This design comes from an exercise in tuning for small area, a short achievable clock period and few clock cycles per item on the open sky130 flow, not from production work. No run shown here included a check of the RTL's function; only the layout flow was run. Power and IR drop assume default switching activity.

==> design/flow/design.v <==
`timescale 1ns/100ps
`default_nettype none
module cm_top #(
    parameter logic [31:0] RF_BADDR = 32'd0      
) (
    input  wire         clk,
    input  wire         rst_n,
    input  wire  [31:0] rf_addr,
    input  wire         rf_wr,
    input  wire  [31:0] rf_cfg,
    output logic [31:0] rf_sts,
    output logic        mem_ce,
    output logic        mem_we,
    output logic [31:0] mem_addr,
    output logic [7:0]  mem_wr_data,
    input  wire  [7:0]  mem_rd_data
);
    logic sel_op1, sel_op2, sel_res, sel_nop, sel_start, sel_sts;
    assign sel_op1   = rf_wr & (rf_addr == RF_BADDR + 32'd0);
    assign sel_op2   = rf_wr & (rf_addr == RF_BADDR + 32'd1);
    assign sel_res   = rf_wr & (rf_addr == RF_BADDR + 32'd2);
    assign sel_nop   = rf_wr & (rf_addr == RF_BADDR + 32'd3);
    assign sel_start = rf_wr & (rf_addr == RF_BADDR + 32'd4);
    assign sel_sts   = rf_wr & (rf_addr == RF_BADDR + 32'd5);
    logic        running;        
    logic        done_q;         
    logic [10:1] s;              
    logic        first;          
    logic        last;           
    logic        cv;             
    logic [31:0] rd_left;        
    logic [31:0] nop_q;
    logic        go, pend, finish, it0, itn, it;
    logic        r_n, f_n, l_n;          
    logic [10:1] s_n;                    
    assign go     = sel_start & rf_cfg[0] & ~running;
    assign pend   = first ? s[6] : s[10];                      
    assign finish = running & last & s[10];
    assign it0 = running & pend & ~last;                        
    assign itn = running & cv & (s[1] | s[2] | s[3]);
    assign it  = it0 | itn;
    always_comb begin
        r_n = running;
        f_n = first;
        l_n = last;
        s_n = s;
        if (go) begin
            r_n = 1'b1;
            f_n = 1'b1;
            l_n = 1'b0;
            s_n = 10'd1;
        end else if (running) begin
            if (finish) begin
                r_n = 1'b0;
            end else if (pend) begin
                f_n = 1'b0;
                l_n = (rd_left == 32'd0);
                s_n = 10'd1;
            end else begin
                s_n = {s[9:1], 1'b0};
            end
        end
    end
    always_ff @(posedge clk or negedge rst_n) begin
        if (!rst_n) begin
            running <= 1'b0;
            done_q  <= 1'b0;
            s       <= 10'd1;
            first   <= 1'b0;
            last    <= 1'b0;
            cv      <= 1'b0;
            mem_ce  <= 1'b0;
            mem_we  <= 1'b0;
        end else begin
            if (sel_sts)
                done_q <= 1'b0;
            else if (finish)
                done_q <= 1'b1;
            running <= r_n;
            first   <= f_n;
            last    <= l_n;
            s       <= s_n;
            if (go)
                cv <= 1'b0;
            else if (running && pend)
                cv <= ~last;
            mem_ce  <= r_n & ((|s_n[4:1]) ? ~l_n : ~f_n);
            mem_we  <= ~(|s_n[4:1]);
        end
    end
    always_ff @(posedge clk) begin
        if (sel_nop)
            nop_q <= rf_cfg;
        if (go)
            rd_left <= nop_q;
        else if (running && s[1] && !last)
            rd_left <= rd_left - 32'd1;
    end
    assign rf_sts = {31'd0, done_q};
    logic [31:0] op1_p, op2_p, res_p, inc;
    assign inc = mem_addr + 32'd1;
    always_ff @(posedge clk) begin
        if (s_n[1])
            mem_addr <= op1_p;
        else if (s_n[3])
            mem_addr <= op2_p;
        else if (s_n[5])
            mem_addr <= res_p;
        else
            mem_addr <= inc;
    end
    always_ff @(posedge clk or negedge rst_n) begin
        if (!rst_n) begin
            op1_p <= 32'd0;
            op2_p <= 32'd0;
            res_p <= 32'd0;
        end else begin
            if (sel_op1)
                op1_p <= rf_cfg;
            else if (running && s[2] && !last)
                op1_p <= inc;
            if (sel_op2)
                op2_p <= rf_cfg;
            else if (running && s[4] && !last)
                op2_p <= inc;
            if (sel_res)
                res_p <= rf_cfg;
            else if (running && s[10] && !first)
                res_p <= inc;
        end
    end
    logic [7:0] s_q, x1, y1, x2r, y2r;
    always_ff @(posedge clk) begin
        s_q <= mem_rd_data;                                       
        if (s[3]) begin
            x1 <= s_q;
            y1 <= mem_rd_data;
        end
        if (s[4])
            x2r <= {mem_rd_data[5:0], mem_rd_data[7:6]};
        else
            x2r <= {x2r[1:0], x2r[7:2]};
        if (s[5])
            y2r <= mem_rd_data;
        else
            y2r <= {y2r[1:0], y2r[7:2]};
    end
    function automatic logic [11:0] booth(input logic [7:0] m, input logic [2:0] w, input logic inv);
        logic        one, two, neg;
        logic [10:0] mag;
        one = w[0] ^ w[1];
        two = (w[2] & ~w[1] & ~w[0]) | (~w[2] & w[1] & w[0]);
        neg = w[2] ^ inv;
        mag = one ? {{3{m[7]}}, m} : (two ? {{2{m[7]}}, m, 1'b0} : 11'd0);
        booth = {neg, mag ^ {11{neg}}};
    endfunction
    logic [2:0]  wx, wy;
    logic [11:0] bxa, byb, byc, bxd;
    logic [8:0]  px, py;
    logic [7:0]  lx, ly;
    logic [10:0] pxm, pym, tx, ty;
    assign wx  = {x2r[1:0], x2r[7] & ~it0};
    assign wy  = {y2r[1:0], y2r[7] & ~it0};
    assign bxa = booth(x1, wx, 1'b0);        
    assign byb = booth(y1, wy, 1'b1);        
    assign byc = booth(x1, wy, 1'b0);        
    assign bxd = booth(y1, wx, 1'b0);        
    assign pxm = it0 ? 11'd0 : {{2{px[8]}}, px};
    assign pym = it0 ? 11'd0 : {{2{py[8]}}, py};
    assign tx  = pxm + bxa[10:0] + byb[10:0] + {10'd0, bxa[11]} + {10'd0, byb[11]};
    assign ty  = pym + byc[10:0] + bxd[10:0] + {10'd0, byc[11]} + {10'd0, bxd[11]};
    always_ff @(posedge clk) begin
        if (it) begin
            px <= tx[10:2];
            py <= ty[10:2];
            lx <= {tx[1:0], lx[7:2]};
            ly <= {ty[1:0], ly[7:2]};
        end
    end
    always_ff @(posedge clk) begin
        if (s[4])
            mem_wr_data <= ly;
        else if (s[5])
            mem_wr_data <= py[7:0];
        else if (s[6])
            mem_wr_data <= {8{py[8]}};
        else if (s[7])
            mem_wr_data <= lx;
        else if (s[8])
            mem_wr_data <= px[7:0];
        else if (s[9])
            mem_wr_data <= {8{px[8]}};
    end
endmodule
`default_nettype wire
==> design/flow/run.sh <==
#!/bin/bash
# synth_recipe.tcl (not shown) runs the flow's synth.tcl, then flattens the netlist and writes it again
# the make line also repeats each setting of config.mk as NAME=value (left out here)
make -C /OpenROAD-flow-scripts/flow DESIGN_CONFIG=/design/flow/config.mk WORK_HOME=/design/flow/orfs CLKGATE_MAP_FILE= SYNTH_SCRIPT=/design/flow/synth_recipe.tcl finish
==> design/flow/config.mk <==
export PLATFORM = sky130hd
export DESIGN_NAME = cm_top
export DESIGN_NICKNAME = cm_top
export VERILOG_FILES = /design/flow/design.v
export SDC_FILE = /design/flow/constraint.sdc
export NUM_CORES = 4
export LEC_CHECK = 0
export ABC_CLOCK_PERIOD_IN_PS = 2500
export CAP_MARGIN = 20
export CORE_MARGIN = 2
export CORE_UTILIZATION = 40
export PLACE_DENSITY = 0.6
export SETUP_SLACK_MARGIN = 2.5
export SLEW_MARGIN = 20
==> design/flow/constraint.sdc <==
create_clock -name core_clock -period 5.0 [get_ports {clk}]
set_input_delay 1.0000 -clock core_clock [delete_from_list [all_inputs] [get_ports {clk}]]
set_output_delay 1.0000 -clock core_clock [all_outputs]
set_load 0.01 [all_outputs]
==> flow_summary_export.csv, run 1 <==
group,metric,value,unit
detailed_routing,post_drt_via_cell_ratio,5.57,
grt,grt.overflow.total,0,
synthesis,synth-compound-area-share,18.9,%
setup_path,rr_endpoint,"py[7]",
cts,cts_tree,"built",
synthesis,avgSynthCellArea,9.84,um2
floorplanning,floorplan.rows,71,
setup_path,cpMaxStageDelayCell,"fa_1",
setup_path,ff2ff_path_depth,15,
detailed_routing,wire_per_inst,20.3,um
synthesis,syn_inst,1570,
finish,utilization,53.7,%
detailed_routing,postRouteAntennaNets,0,
sta,fin_crit,3.78,ns
sta,finalSetupViolCount,0,
flow_run,maxCapViolCount,0,
finish,drive_gt1_share,26.6,%
cts,cts_buffer_depth,3,
synthesis,synthFlopType,"edfxtp_1",
synthesis,synth-warning-count,1,
finish,area_growth,31.5,%
floorplanning,die_h,201,um
worst_hold_path,hold-path-endpoint,"x1[6]",
grt,track_usage,22.3,%
grt,grt_max_degree,65,
sta,drv_slew,0,
cts,clock_latency,0.55,ns
synthesis,yosys.area_share.simple,14.2,%
setup_path,arrival,4.19,ns
sta,fmax,264,MHz
power_and_ir_drop,power.total,5480,uW
placed_design,place.gp.congestion,0.863,
finish,nets,1866,
sta,tightest_slew,0.870,ns
power_and_ir_drop,ir_drop,178,uV
synthesis,ys_ff_latch,291,
finish,final_cell_count_no_fill,2289,
floorplanning,initial_core_util,40.8,%
power_and_ir_drop,power.leakage,0.00769,uW
synthesis,synth_top_family_by_area,"compound AO/OA/AOI/OAI gates",
sta,fin_setup_tns,0,ns
sta,skew,0.0219,ns
synthesis,ys_async_sr_fraction,38.8,%
detailed_routing,first_iter_violations,878,
cts,root_buffer,"clkbuf_16",
setup_path,cp-start-kind,"flop",
sta,finalCritPeriodShare,75.7,%
sta,hold_violations,0,
detailed_routing,firstDrtPassIters,5,
cts,numCtsBuffers,35,
detailed_routing,via_count,12757,
setup_path,cp-end-kind,"flop",
power_and_ir_drop,pwr_density_cell,270,mW/mm2
setup_path,criticalPathCategory,"reg2reg",
synthesis,synthMuxAreaShare,3.65,%
setup_path,slowest_delay,0.51,ns
worst_hold_path,whs_path_depth,0,
setup_path,cp.required,5.41,ns
floorplanning,die_w,201,um
placed_design,place_ws,0.532,ns
setup_path,worst-path-max-fanout,7,
setup_path,r2r-start,"first",
detailed_routing,drc,0,
status,status,"no timing/DRC/antenna violations",
sta,grt_setup_unrepaired,"yes",
floorplanning,io_pins,149,
setup_path,path_cells,"mux2_4, a21oi_4, and2_2, nand2_1, a21oi_1, o21ai_1, fa_1, inv_1, ha_1, a21o_1, a21oi_2, o21ai_2, or4_4, a211o_1, nand3_1",
cts,h-tree-depth,2,
floorplanning,die_area,0.0402,mm2
synthesis,seq_area_frac_synth,49.3,%
synthesis,yosysUniqueCellTypes,69,
grt,antenna_found_initial,1,
cts,path_clk_slew,0.06,ns
grt,grt_first_pass_wirelength,70700,um
synthesis,synth_edf_count,122,
synthesis,synth_xor_xnor_area_share,4.20,%
cts,clock-sinks,291,
synthesis,synth_fa_ha_area_share,4.21,%
placed_design,dp_cells,2115,
detailed_routing,routed_wl,46600,um
placed_design,dp_hpwl,28400,um
setup_path,reg2reg_slack,1.22,ns
sta,fin_ws,1.22,ns
grt,grt_pass1_vias,12432,
floorplanning,core_area,0.0378,mm2
sta,max_slew_margin,42.0,%
synthesis,syn-cell-area,0.0154,mm2
placed_design,numPortBuffers,117,
worst_hold_path,min_from,"s_q[6]",
worst_hold_path,hp-class,"reg2reg",
[critical path: cells and delay by family, from the launching register on]
family                   cells  cell delay (ns)
multiplexers                 1             0.35
AO/OA/AOI/OAI                7             1.23
AND/OR/NAND/NOR              4             0.84
flip-flops                   1             0.39
adder cells (fa/ha/maj)      2             0.78
buffers and inverters        1             0.05
[routing by layer]
layer | global-route usage (%) | vias to the layer above | share of wire [%]
li1 | - | 5985 | -
met1 | 29.4 | 6282 | 43
met2 | 37.3 | 401 | 49
met3 | 3.17 | 89 | 5.1
met4 | 7.99 | 0 | 3.0
met5 | 0 | - | 0
[through the flow]
stage | instance area [um2] | hold WS, ns
after global routing | 20300 | 0.413
after global placement | 17500 | 0.387
final | 20300 | 0.400
after detailed placement | 17500 | 0.389
after floorplan | 16300 | 0.386
after CTS | 19400 | 0.402
[flip-flops by register name, indices dropped and copies added, names as in the netlist, 8 cells and up]
name,flops
s_q,8
ly,8
y1,8
x1,8
py,9
y2r,8
op2_p,32
x2r,8
op1_p,32
res_p,32
mem_wr_data,8
mem_addr,32
nop_q,32
lx,8
px,9
s,10
rd_left,32
[cell usage in the layout, fill, tap and decap left out, types with 15 or more instances in the layout]
cell type / count
a21oi_1: 57
mux2_2: 25
nor3_1: 33
nor2_1: 145
dfrtp_1: 108
nand2_1: 139
a21o_1: 55
buf_4: 89
buf_6: 33
o22ai_1: 15
a22oi_1: 38
clkdlybuf4s50_1: 49
nand3_1: 18
edfxtp_1: 122
dlygate4sd2_1: 32
inv_1: 38
clkbuf_16: 35
dfxtp_1: 37
nand4_1: 15
dfxtp_2: 18
xnor2_1: 40
conb_1: 31
a211oi_2: 63
mux2i_1: 26
o21ai_1: 36
o21ai_0: 96
fa_1: 17
xor2_1: 21
[how the worst max path moves through the flow]
stage	cells past startpoint	slack, ns	to	startpoint
2_1_floorplan	16	1.19	py[7]	first
3_3_place_gp	15	0.64	px[6]	s[6]
3_5_place_dp	15	0.53	px[6]	s[6]
4_1_cts	15	1.22	py[7]	first
5_1_grt	15	1.13	py[7]	first
6_report	15	1.22	py[7]	first
[synth_stat cells, types with 3 or more instances]
| master | n | area, um2 |
|---|---|---|
| or2_2 | 3 | 18.8 |
| inv_1 | 47 | 176 |
| a22o_1 | 6 | 52.6 |
| a21o_1 | 55 | 413 |
| nor3_1 | 38 | 190 |
| nand2b_1 | 6 | 37.5 |
| a221o_1 | 11 | 110 |
| dfrtp_1 | 112 | 2800 |
| a21oi_1 | 65 | 325 |
| ha_1 | 20 | 250 |
| buf_4 | 33 | 248 |
| o22ai_1 | 15 | 93.8 |
| or3_1 | 7 | 43.8 |
| o31ai_1 | 9 | 67.6 |
| buf_1 | 4 | 15.0 |
| mux2_2 | 27 | 304 |
| and3_1 | 4 | 25.0 |
| a221oi_1 | 7 | 61.3 |
| and2_0 | 6 | 37.5 |
| nand2_1 | 147 | 552 |
| a31oi_1 | 10 | 62.6 |
| o21ai_0 | 144 | 721 |
| a22oi_1 | 44 | 330 |
| mux2i_1 | 26 | 260 |
| or4_1 | 6 | 45.0 |
| buf_2 | 14 | 70.1 |
| fa_1 | 20 | 400 |
| nor4_1 | 21 | 131 |
| edfxtp_1 | 122 | 3660 |
| a21boi_0 | 3 | 22.5 |
| nand4_1 | 15 | 93.8 |
| nor2b_1 | 17 | 106 |
| xnor2_1 | 45 | 394 |
| clkbuf_1 | 82 | 308 |
| nor2_1 | 154 | 578 |
| and2_1 | 14 | 87.6 |
| a211oi_1 | 73 | 548 |
| nor4b_1 | 3 | 26.3 |
| nand3_1 | 19 | 95.1 |
| dfxtp_1 | 56 | 1120 |
| xor2_1 | 29 | 254 |
[cell families after synthesis]
logic type,after synthesis
and+or+nand+nor,473
AOI/OAI and AO/OA,455
other,1
xor gates and xnor gates,74
muxes,53
buffers and inverters,183
adders and majority gates,40
DFF,291
[layout make-up]
| cell class | instances | area (um2) |
|---|---|---|
| Timing Repair Buffer | 244 | 2370 |
| Clock buffer | 44 | 950 |
| Clock inverter | 19 | 165 |
| Inverter | 48 | 183 |
| Fill cell | 3337 | 17500 |
| Multi-Input combinational cell | 1131 | 8360 |
| Sequential cell | 291 | 7640 |
| Antenna cell | 1 | 2.50 |
| Tap cell | 511 | 639 |
[repair_timing]
| item | 4_1_cts | 5_1_grt |
|---|---|---|
| setup endpoints to repair | 290 | 203 |
| pin swaps | 36 | 64 |
| gates cloned | 6 | 3 |
| hold buffers | 0 | 0 |
| gates resized for setup | 253 | 127 |
| buffers inserted | 53 | 48 |
[report_power, final]
part           leakage [uW]  switching (uW)  internal, uW  total, uW
clock network      0.000554            1050          1460       2510
registers           0.00272            23.4          2500       2530
logic               0.00441             229           211        440
==> run 2, diff against run 1 <==
--- a/design/flow/config.mk
+++ b/design/flow/config.mk
@@ -7,3 +7,3 @@
 export LEC_CHECK = 0
-export ABC_CLOCK_PERIOD_IN_PS = 2500
+export ABC_CLOCK_PERIOD_IN_PS = 2000
 export CAP_MARGIN = 20
@@ -12,3 +12,3 @@
 export PLACE_DENSITY = 0.6
-export SETUP_SLACK_MARGIN = 2.5
+export SETUP_SLACK_MARGIN = 3.0
 export SLEW_MARGIN = 20
==> run 2 against run 1 <==
Worst setup slack improved by 0.018 ns. Die area did not move. Clock power rose by 8.8%. Clock skew rose by 0.0077 ns. Sequential cell count did not move. Cell area rose by 16%. Combinational power fell by 0.9%. Synthesized area did not move. Synthesized cell count did not move. Via count rose by 14%. Largest power group is now the clock network.
==> flow_summary_export.csv, run 2 <==
group,metric,value,unit
detailed_routing,via_count,14526,
finish,final_cell_area,0.0236,mm2
setup_path,arrival,4.18,ns
worst_hold_path,hold-path-endpoint,"x1[3]",
synthesis,synth-warning-count,1,
floorplanning,initial_core_util,40.8,%
finish,fill_cells,2827,
floorplanning,core_area,0.0378,mm2
setup_path,r2r-start,"first",
finish,nets,2012,
detailed_routing,postRouteAntennaNets,0,
sta,grt_setup_unrepaired,"yes",
setup_path,cp-end-kind,"flop",
synthesis,yosys.area.top_type,"edfxtp_1",
sta,skew,0.0295,ns
cts,h-tree-depth,2,
finish,area_growth,52.6,%
sta,hold_violations,0,
detailed_routing,firstDrtPassIters,7,
setup_path,cp.required,5.41,ns
floorplanning,floorplan.rows,71,
grt,track_usage,27.0,%
synthesis,synth_most_common_cell,"nor2_1",
finish,regArea,0.00773,mm2
cts,root_buffer,"clkbuf_16",
detailed_routing,post_drt_via_cell_ratio,5.97,
placed_design,place.gp.congestion,0.847,
placed_design,numPortBuffers,117,
placed_design,dp_hpwl,28300,um
setup_path,criticalPathCategory,"reg2reg",
finish,mostFrequentLayoutCell,"buf_4",
finish,final_cell_mix,"buf_4, edfxtp_1, nor2_1, nand2_1, dfrtp_1",
cts,clock-sinks,291,
synthesis,ys_ff_latch,291,
power_and_ir_drop,ir_drop,263,uV
detailed_routing,first_iter_violations,1329,
sta,fmax,266,MHz
cts,numCtsBuffers,34,
grt,grt.overflow.total,0,
synthesis,syn-cell-area,0.0154,mm2
synthesis,syn_inst,1570,
grt,grt_pass1_vias,14120,
setup_path,worst-path-max-fanout,5,
cts,hold_buffers,0,
detailed_routing,drc,0,
power_and_ir_drop,power.leakage,0.00917,uW
setup_path,rr_endpoint,"py[7]",
floorplanning,die_w,201,um
synthesis,synthFlopType,"edfxtp_1",
synthesis,yosysUniqueCellTypes,69,
cts,clock_latency,0.57,ns
finish,drive_gt1_share,42.1,%
flow_run,maxCapViolCount,0,
cts,cts_buffer_depth,3,
sta,tightest_slew,0.862,ns
floorplanning,die_area,0.0402,mm2
grt,grt_max_degree,65,
floorplanning,io_pins,149,
worst_hold_path,min_from,"s_q[3]",
placed_design,placed_area,0.0175,mm2
synthesis,synth_area_leaders,"edfxtp_1, dfrtp_1, dfxtp_1, o21ai_0, nor2_1",
setup_path,cp-start-kind,"flop",
detailed_routing,wire_per_inst,24.6,um
sta,drv_slew,0,
sta,finalSetupViolCount,0,
synthesis,ys_async_sr_fraction,38.8,%
finish,multi_input_area,0.00932,mm2
sta,max_slew_margin,42.5,%
synthesis,synth_top_area_share,23.7,%
power_and_ir_drop,pwr_density_cell,241,mW/mm2
sta,fin_setup_tns,0,ns
synthesis,avgSynthCellArea,9.84,um2
grt,antenna_found_initial,0,
sta,finalCritPeriodShare,75.3,%
synthesis,seq_area_frac_synth,49.3,%
sta,fin_crit,3.77,ns
grt,grt_first_pass_wirelength,83600,um
cts,path_clk_slew,0.07,ns
synthesis,synth_common_cells,"nor2_1, nand2_1, o21ai_0",
setup_path,ff2ff_path_depth,14,
floorplanning,die_h,201,um
setup_path,reg2reg_slack,1.23,ns
status,status,"no timing/DRC/antenna violations",
cts,cts_tree,"built",
detailed_routing,routed_wl,59900,um
synthesis,synth_edf_count,122,
worst_hold_path,hp-class,"reg2reg",
worst_hold_path,whs_path_depth,0,
## run 2: worst max-delay path by stage
stage	slack [ns]	start	to
2_1_floorplan	1.19	first	py[7]
3_3_place_gp	0.67	s[6]	py[7]
4_1_cts	1.27	first	py[7]
3_5_place_dp	0.54	s[6]	py[7]
6_report	1.23	first	py[7]
5_1_grt	1.06	first	py[7]
## run 2: what timing repair did
| item | in CTS | in global routing |
|---|---|---|
| setup endpoints to repair | 339 | 329 |
| gates resized for setup | 663 | 219 |
| gates cloned | 38 | 10 |
| setup buffers | 167 | 43 |
| pin swaps | 92 | 81 |
## run 2: per-layer routing
metal	track usage, %	vias up	wire [um]
li1	-	6291	-
met1	32.6	7102	22100
met2	45.8	868	28800
met3	4.40	265	4870
met4	15.2	0	4100
met5	0	-	0
## run 2: logic make-up after synthesis
group	after synthesis	share of synthesized area, %
simple gates	473	14.2
buf+inv	183	5.46
xor+xnor	74	4.20
other cells	1	0.0243
compound gates	455	18.9
mux	53	3.65
flops	291	49.3
fa+ha+maj	40	4.21
## run 2: cell type report
cell class                      count  share of cell area, %
Clock buffer                       41                   3.90
Multi-Input combinational cell   1139                   39.5
Tap cell                          511                   2.71
Clock inverter                     21                   1.24
Sequential cell                   291                   32.8
Timing Repair Buffer              383                   19.0
Inverter                           48                  0.812
Antenna cell                        1                 0.0106
## run 2: where the power goes
group          switching [uW]  internal [uW]  leakage [uW]
clock network            1090           1640      0.000589
logic                     233            203       0.00585
registers                22.3           2490       0.00273
total                    1340           4330       0.00917
## run 2: critical path: stages (launching register included)
cell	delay (ns)
dfrtp_1	0.40
mux2_4	0.34
a21oi_4	0.28
xnor2_2	0.09
and2_4	0.19
buf_12	0.13
buf_4	0.13
a22oi_1	0.14
o21ai_1	0.15
fa_1	0.55
inv_1	0.04
ha_1	0.25
or4_4	0.57
a211o_1	0.27
nand3_1	0.07
## run 2: per-stage QoR
stage               std cells  power (uW)  worst slack, ns  utilization, %  hold WS (ns)
floorplan                1600        2800             1.19               -         0.386
global placement         2114        2930            0.668            46.2         0.386
detailed placement       2114        2940            0.542            46.2         0.389
CTS                      2381        5660             1.27            58.3         0.404
global route             2434        5830             1.06            62.3         0.409
finish                   2435        5680             1.23            62.3         0.404

[re-timing with driven ports]
The flow's constraints put no driver on any port. The routed layouts listed below were extracted and timed again, unchanged, in two steps. Step 1 assumes that a clkbuf_16 drives the clock port and a buf_2 every other input. Step 2, shift: input delay + t, output delay - t, t = (earliest + latest rising clock arrival at the registers) / 2. This alone moves slack from input paths to output paths. Slacks: ideal / step 1 / step 2; pairs: ideal / step 1.
| run | shift t [ns] | setup WS [ns] | hold slack, ns | worst register clock-pin slew, ns | worst data-port slew with drivers (ns) |
|---|---|---|---|---|---|
| run 1 | 0.597 | 1.216 / 1.216 / 1.216 | 0.400 / 0.400 / 0.400 | 0.06 / 0.06 | 0.09 |
| run 2 | 0.611 | 1.235 / 1.235 / 1.235 | 0.404 / 0.404 / 0.404 | 0.07 / 0.07 | 0.08 |
After both steps every run listed still meets setup and hold.
